Context: an optimization exercise on an open-source flow, tuned for a short achievable clock period and few clock cycles. The choices shown serve that exercise and are no tape-out recipe.
At most, simulation tests tie the RTL to the original design; equivalence was not proved.
No activity file was given, so power comes from the tool's default toggle rates.

==> flow/design.v <==
`default_nettype none
package cpu_pkg;
  localparam int xlen       = 32;    
  localparam int reg_addr_w = 5;
  localparam int pc_step    = 4;     
  typedef logic [xlen-1:0]       word_t;
  typedef logic [reg_addr_w-1:0] reg_addr_t;
  localparam logic [5:0] op_rtype = 6'h00;     
  localparam logic [5:0] op_beq   = 6'h04;
  localparam logic [5:0] op_bne   = 6'h05;
  localparam logic [5:0] op_addi  = 6'h08;
  localparam logic [5:0] op_slti  = 6'h0A;
  localparam logic [5:0] op_lw    = 6'h23;
  localparam logic [5:0] op_sw    = 6'h2B;     
  localparam logic [6:0] fn_add = 7'h20;
  localparam logic [6:0] fn_sub = 7'h22;
  localparam logic [6:0] fn_slt = 7'h2A;       
endpackage
`default_nettype wire
`default_nettype none
module reg_file (
  input  logic               clk,
  input  logic               nrst,
  input  cpu_pkg::reg_addr_t rd_addr_a,
  input  cpu_pkg::reg_addr_t rd_addr_b,
  input  cpu_pkg::reg_addr_t rd_addr_c,
  input  logic               wr_en,
  input  cpu_pkg::reg_addr_t wr_addr,
  input  cpu_pkg::word_t     wr_data,
  output cpu_pkg::word_t     rd_data_a,
  output cpu_pkg::word_t     rd_data_b,
  output cpu_pkg::word_t     rd_data_c
);
  cpu_pkg::word_t regs [2**cpu_pkg::reg_addr_w];
  assign rd_data_a = regs[rd_addr_a];
  assign rd_data_b = regs[rd_addr_b];
  assign rd_data_c = regs[rd_addr_c];
  always_ff @(posedge clk) begin
    if (!nrst) begin
      for (int i = 0; i < 2**cpu_pkg::reg_addr_w; i++) begin
        regs[i] <= '0;
      end
    end else if (wr_en && wr_addr != '0) begin    
      regs[wr_addr] <= wr_data;
    end
  end
endmodule
`default_nettype wire
`default_nettype none
module pipeline_cpu (
  input  logic           clk,
  input  logic           nrst,
  input  cpu_pkg::word_t inst,
  input  cpu_pkg::word_t data_in,
  output cpu_pkg::word_t inst_addr,
  output cpu_pkg::word_t data_addr,
  output cpu_pkg::word_t data_out,
  output logic           data_wr
);
  cpu_pkg::word_t     pc;                
  cpu_pkg::word_t     pc4;               
  cpu_pkg::word_t     pc8;
  logic [5:0]         op;
  cpu_pkg::reg_addr_t rd;
  cpu_pkg::reg_addr_t rs1;
  cpu_pkg::reg_addr_t rs2;
  logic [6:0]         funct;
  cpu_pkg::word_t     imm_alu;
  cpu_pkg::word_t     off;
  cpu_pkg::word_t     target;            
  cpu_pkg::word_t     target4;
  cpu_pkg::word_t     rf_a;
  cpu_pkg::word_t     rf_b;
  cpu_pkg::word_t     rf_c;
  logic               d_rtype;
  logic               d_wr;
  logic               d_load;
  logic               d_beq;
  logic               d_bne;
  logic               d_pred;
  logic               d_use_a;           
  logic               d_use_b;           
  logic               d_store;           
  logic               stall;             
  logic               d_use_imm;
  logic               d_sub;
  cpu_pkg::word_t     b_fwd;
  logic               e_wr;              
  cpu_pkg::reg_addr_t e_dest;
  logic               e_load;
  logic               e_store;
  logic               e_beq;
  logic               e_bne;
  logic               e_pred;            
  logic               e_sub;             
  logic               e_slt;             
  logic               e_zero;            
  logic               e_fx_alu;          
  cpu_pkg::word_t     e_bx;              
  logic               e_fa_alu;          
  logic               e_fb_alu;
  logic               e_fc_alu;
  cpu_pkg::word_t     e_a;
  cpu_pkg::word_t     e_b;
  cpu_pkg::word_t     e_c;               
  cpu_pkg::word_t     e_pc4;             
  cpu_pkg::word_t     e_pc8;
  cpu_pkg::word_t     e_tgt;             
  cpu_pkg::word_t     e_tgt4;
  cpu_pkg::word_t     opc;
  cpu_pkg::word_t     sum;
  cpu_pkg::word_t     m_alu_x;
  logic [32:0]        r_nn;              
  logic [32:0]        r_fn;
  logic [32:0]        r_nf;
  logic [32:0]        r_ff;
  logic [32:0]        sum_l;
  cpu_pkg::word_t     alu_y;
  logic               less;
  logic               eq;
  logic               taken;
  logic               mispredict;
  logic               m_wr;
  cpu_pkg::reg_addr_t m_dest;
  logic               m_load;
  cpu_pkg::word_t     m_alu;
  cpu_pkg::word_t     m_sdata;
  logic               m_store;
  cpu_pkg::word_t     m_result;
  function automatic logic [32:0] ks_add(input cpu_pkg::word_t a, input cpu_pkg::word_t b,
                                         input logic cin);
    cpu_pkg::word_t g;
    cpu_pkg::word_t p;
    cpu_pkg::word_t x;
    cpu_pkg::word_t gn;
    cpu_pkg::word_t pn;
    x = a ^ b;
    g = a & b;
    p = x;
    g[0] = g[0] | (p[0] & cin);
    for (int d = 1; d < 32; d = d * 2) begin
      gn = g;
      pn = p;
      for (int i = d; i < 32; i++) begin
        gn[i] = g[i] | (p[i] & g[i-d]);
        pn[i] = p[i] & p[i-d];
      end
      g = gn;
      p = pn;
    end
    ks_add = {g[30], x ^ {g[30:0], cin}};
  endfunction
  function automatic logic [32:0] add_less(input cpu_pkg::word_t a, input cpu_pkg::word_t bx,
                                           input logic sub);
    logic [32:0]    s;
    cpu_pkg::word_t b;
    s = ks_add(a, bx, sub);
    b = bx ^ {32{sub}};
    add_less = {(a[31] != b[31]) ? a[31] : (a[31] ^ bx[31] ^ s[32]), s[31:0]};
  endfunction
  assign op      = inst[5:0];
  assign rd      = inst[10:6];
  assign rs1     = inst[19:15];
  assign rs2     = inst[24:20];
  assign funct   = inst[31:25];
  assign imm_alu = {{16{inst[31]}}, inst[31:20], inst[14:11]};
  assign off     = {{16{inst[31]}}, inst[31:25], inst[14:6]};
  assign d_rtype = (op == cpu_pkg::op_rtype);
  assign d_load  = (op == cpu_pkg::op_lw);
  assign d_wr    = (d_rtype || op == cpu_pkg::op_addi || op == cpu_pkg::op_slti || d_load) &&
                   (rd != '0);
  assign d_beq   = (op == cpu_pkg::op_beq) && (off != '0);
  assign d_bne   = (op == cpu_pkg::op_bne) && (off != '0) && (rs1 != rs2);
  assign d_pred  = d_bne || (d_beq && (off[31] || rs1 == rs2));
  assign d_use_imm = (op == cpu_pkg::op_addi) || (op == cpu_pkg::op_slti) ||
                     (op == cpu_pkg::op_lw)   || (op == cpu_pkg::op_sw);
  assign d_sub     = (op == cpu_pkg::op_slti) ||
                     (d_rtype && (funct == cpu_pkg::fn_sub || funct == cpu_pkg::fn_slt));
  assign b_fwd     = (m_wr && m_dest == rs2) ? m_result : rf_b;
  assign d_store = (op == cpu_pkg::op_sw);
  assign d_use_b = d_rtype || (op == cpu_pkg::op_beq) || (op == cpu_pkg::op_bne);
  assign d_use_a = d_use_b || d_use_imm;
  assign stall   = e_load && e_wr && ((d_use_a && rs1 == e_dest) ||
                                      (d_use_b && rs2 == e_dest) ||
                                      (d_store && rd  == e_dest));
  assign pc8     = pc4 + 32'd4;
  assign target  = {30'(ks_add({2'b0, pc4[31:2]}, {2'b0, off[31:2]}, 1'b0)),
                    pc4[1:0] + off[1:0]};
  assign target4 = {30'(ks_add({2'b0, pc4[31:2]}, {2'b0, off[31:2]}, 1'b1)),
                    pc4[1:0] + off[1:0]};
  reg_file u_rf (
    .clk       (clk),
    .nrst      (nrst),
    .rd_addr_a (rs1),
    .rd_addr_b (rs2),
    .rd_addr_c (rd),
    .wr_en     (m_wr),
    .wr_addr   (m_dest),
    .wr_data   (m_result),
    .rd_data_a (rf_a),
    .rd_data_b (rf_b),
    .rd_data_c (rf_c)
  );
  assign inst_addr = pc;
  always_ff @(posedge clk) begin
    if (!nrst) begin
      pc  <= '0;
      pc4 <= 32'd4;
    end else if (mispredict) begin
      pc  <= e_pred ? e_pc4 : e_tgt;
      pc4 <= e_pred ? e_pc8 : e_tgt4;
    end else if (stall) begin
      pc  <= pc;
      pc4 <= pc4;
    end else if (d_pred) begin
      pc  <= target;
      pc4 <= target4;
    end else begin
      pc  <= pc4;
      pc4 <= pc8;
    end
  end
  always_ff @(posedge clk) begin
    if (!nrst || mispredict || stall) begin
      e_wr    <= 1'b0;
      e_load  <= 1'b0;
      e_store <= 1'b0;
      e_beq   <= 1'b0;
      e_bne   <= 1'b0;
    end else begin
      e_wr    <= d_wr;
      e_load  <= d_load;
      e_store <= d_store;
      e_beq   <= d_beq;
      e_bne   <= d_bne;
    end
  end
  always_ff @(posedge clk) begin
    e_dest    <= rd;
    e_pred    <= d_pred;
    e_fa_alu  <= e_wr && !e_load && (rs1 == e_dest);
    e_fb_alu  <= e_wr && !e_load && (rs2 == e_dest);
    e_fc_alu  <= e_wr && !e_load && (rd  == e_dest);
    e_sub     <= d_sub;
    e_fx_alu  <= !d_use_imm && e_wr && !e_load && (rs2 == e_dest);
    e_bx      <= (d_use_imm ? imm_alu : b_fwd) ^ {32{d_sub}};
    e_slt     <= (op == cpu_pkg::op_slti) || (d_rtype && funct == cpu_pkg::fn_slt);
    e_zero    <= d_rtype && (funct != cpu_pkg::fn_add) && (funct != cpu_pkg::fn_sub) &&
                 (funct != cpu_pkg::fn_slt);
    e_a       <= (m_wr && m_dest == rs1) ? m_result : rf_a;
    e_b       <= b_fwd;
    e_c       <= (m_wr && m_dest == rd)  ? m_result : rf_c;
    e_pc4     <= pc4;
    e_pc8     <= pc8;
    e_tgt     <= target;
    e_tgt4    <= target4;
  end
  assign opc   = e_fc_alu ? m_alu : e_c;
  assign m_alu_x = m_alu ^ {32{e_sub}};
  assign r_nn    = add_less(e_a,   e_bx,    e_sub);
  assign r_fn    = add_less(m_alu, e_bx,    e_sub);
  assign r_nf    = add_less(e_a,   m_alu_x, e_sub);
  assign r_ff    = add_less(m_alu, m_alu_x, e_sub);
  always_comb begin
    case ({e_fa_alu, e_fx_alu})
      2'b00:   sum_l = r_nn;
      2'b10:   sum_l = r_fn;
      2'b01:   sum_l = r_nf;
      default: sum_l = r_ff;
    endcase
  end
  assign sum  = sum_l[31:0];
  assign less = sum_l[32];
  always_comb begin
    if (e_zero) begin
      alu_y = '0;
    end else if (e_slt) begin
      alu_y = {31'b0, less};
    end else begin
      alu_y = sum;
    end
  end
  always_comb begin
    case ({e_fa_alu, e_fb_alu})
      2'b00:   eq = (e_a == e_b);
      2'b10:   eq = (m_alu == e_b);
      2'b01:   eq = (e_a == m_alu);
      default: eq = 1'b1;
    endcase
  end
  assign taken      = (e_beq && eq) || (e_bne && !eq);
  assign mispredict = (e_beq || e_bne) && (taken != e_pred);
  always_ff @(posedge clk) begin
    if (!nrst) begin
      m_wr    <= 1'b0;
      m_load  <= 1'b0;
      m_store <= 1'b0;
    end else begin
      m_wr    <= e_wr;
      m_load  <= e_load;
      m_store <= e_store;
    end
  end
  always_ff @(posedge clk) begin
    m_dest  <= e_dest;
    m_alu   <= alu_y;                    
    m_sdata <= opc;
  end
  assign m_result  = m_load ? data_in : m_alu;
  assign data_addr = m_alu;
  assign data_out  = m_sdata;
  assign data_wr   = m_store;
endmodule
`default_nettype wire
==> flow/config.mk <==
export PLATFORM = sky130hd
export DESIGN_NAME = pipeline_cpu
export DESIGN_NICKNAME = pipeline_cpu
export VERILOG_FILES = /design/flow/design.v
export SDC_FILE = /design/flow/constraint.sdc
export NUM_CORES = 4
export LEC_CHECK = 0
export CAP_MARGIN = 20
export CORE_MARGIN = 2
export CORE_UTILIZATION = 40
export SETUP_SLACK_MARGIN = 4.2
export SLEW_MARGIN = 20
export TNS_END_PERCENT = 100
==> flow/constraint.sdc <==
create_clock -name core_clock -period 7.5 [get_ports {clk}]
set_input_delay 1.5000 -clock core_clock [delete_from_list [all_inputs] [get_ports {clk}]]
set_output_delay 1.5000 -clock core_clock [all_outputs]
set_load 0.01 [all_outputs]
standard.sh (not shown) runs the stock make flow with config.mk's settings and CLKGATE_MAP_FILE= SYNTH_SCRIPT=/design/flow/synth_recipe.tcl, a recipe that flattens the netlist after the stock synthesis.
==> flow/flow/run.sh <==
#!/bin/bash
# The standard layout (the standard.sh: ORFS from synthesis to finish),
# with one change to synthesis: no full/half-adder cell extraction before ABC
# (ADDER_MAP_FILE empty), so ABC maps the adders as plain logic for speed.
# Registers, their names and cell types are those of the standard synthesis.
set -euo pipefail
bash standard.sh ADDER_MAP_FILE= finish > orfs_make.log 2>&1
Rerun with:
--- a/flow/design.v
+++ b/flow/design.v
@@ -182,14 +182,12 @@
   assign d_use_a = d_use_b || d_use_imm;
   assign stall   = e_load && e_wr && ((d_use_a && rs1 == e_dest) ||
                                       (d_use_b && rs2 == e_dest) ||
                                       (d_store && rd  == e_dest));
   assign pc8     = pc4 + 32'd4;
-  assign target  = {30'(ks_add({2'b0, pc4[31:2]}, {2'b0, off[31:2]}, 1'b0)),
-                    pc4[1:0] + off[1:0]};
-  assign target4 = {30'(ks_add({2'b0, pc4[31:2]}, {2'b0, off[31:2]}, 1'b1)),
-                    pc4[1:0] + off[1:0]};
+  assign target  = 32'(ks_add(pc4, off, 1'b0));
+  assign target4 = 32'(ks_add(pc8, off, 1'b0));
   reg_file u_rf (
     .clk       (clk),
     .nrst      (nrst),
     .rd_addr_a (rs1),
     .rd_addr_b (rs2),
Critical path depth came out higher by 6.
Clock skew came out lower by 6.8 ps.
Via count came out higher by 4.1%.
Sequential share of layout area came out lower by 1.5 points.
Power came out lower by 0.91%.
Synthesized area came out higher by 2.8%.
Wire length came out higher by 0.63%.
Worst setup slack is better by 54 ps.
Maximum frequency came out higher by 1.4%.
Global-route usage came out lower by 0.38 points.
Synthesized cell count came out higher by 5.3%.
Testbench counts after the change, summed over its fixed seeds: cycles 18,898.
No functional check of the RTL was part of the first run of this note.

[port drivers added, routing unchanged]
The results above use ideal ports. As a check the final layouts listed here were re-extracted and re-timed, cells and wires unchanged. Step 1 (the two cells are an assumption about what drives the block):
set clk [get_ports {clk}]
set_driving_cell -lib_cell sky130_fd_sc_hd__clkbuf_16 $clk
set_driving_cell -lib_cell sky130_fd_sc_hd__buf_2 [delete_from_list [all_inputs] $clk]
Step 2 times the ports against the registers' clock, not the clock port: input delays grow and output delays shrink by t, the midpoint of the rising clock arrivals with the driver on. Three values: ideal ports, drivers, drivers and shift; two values: the first two.
| run | t, ns | setup WS [ns] | worst hold slack (ns) | worst setup path at the end | slew at the worst register clock pin (ns) |
|---|---|---|---|---|---|
| the first run | 0.919 | 3.644 / 3.644 / 2.964 | 0.421 / 0.421 / 0.421 | input to register | 0.07 / 0.07 |
| the second run | 0.932 | 3.698 / 3.540 / 2.608 | 0.424 / 0.424 / 0.424 | input to register | 0.07 / 0.07 |
After both steps every run listed still meets setup and hold. For the second run, which loses most, drivers alone change the setup slack by -0.158 ns; drivers and shift together by -1.090 ns.
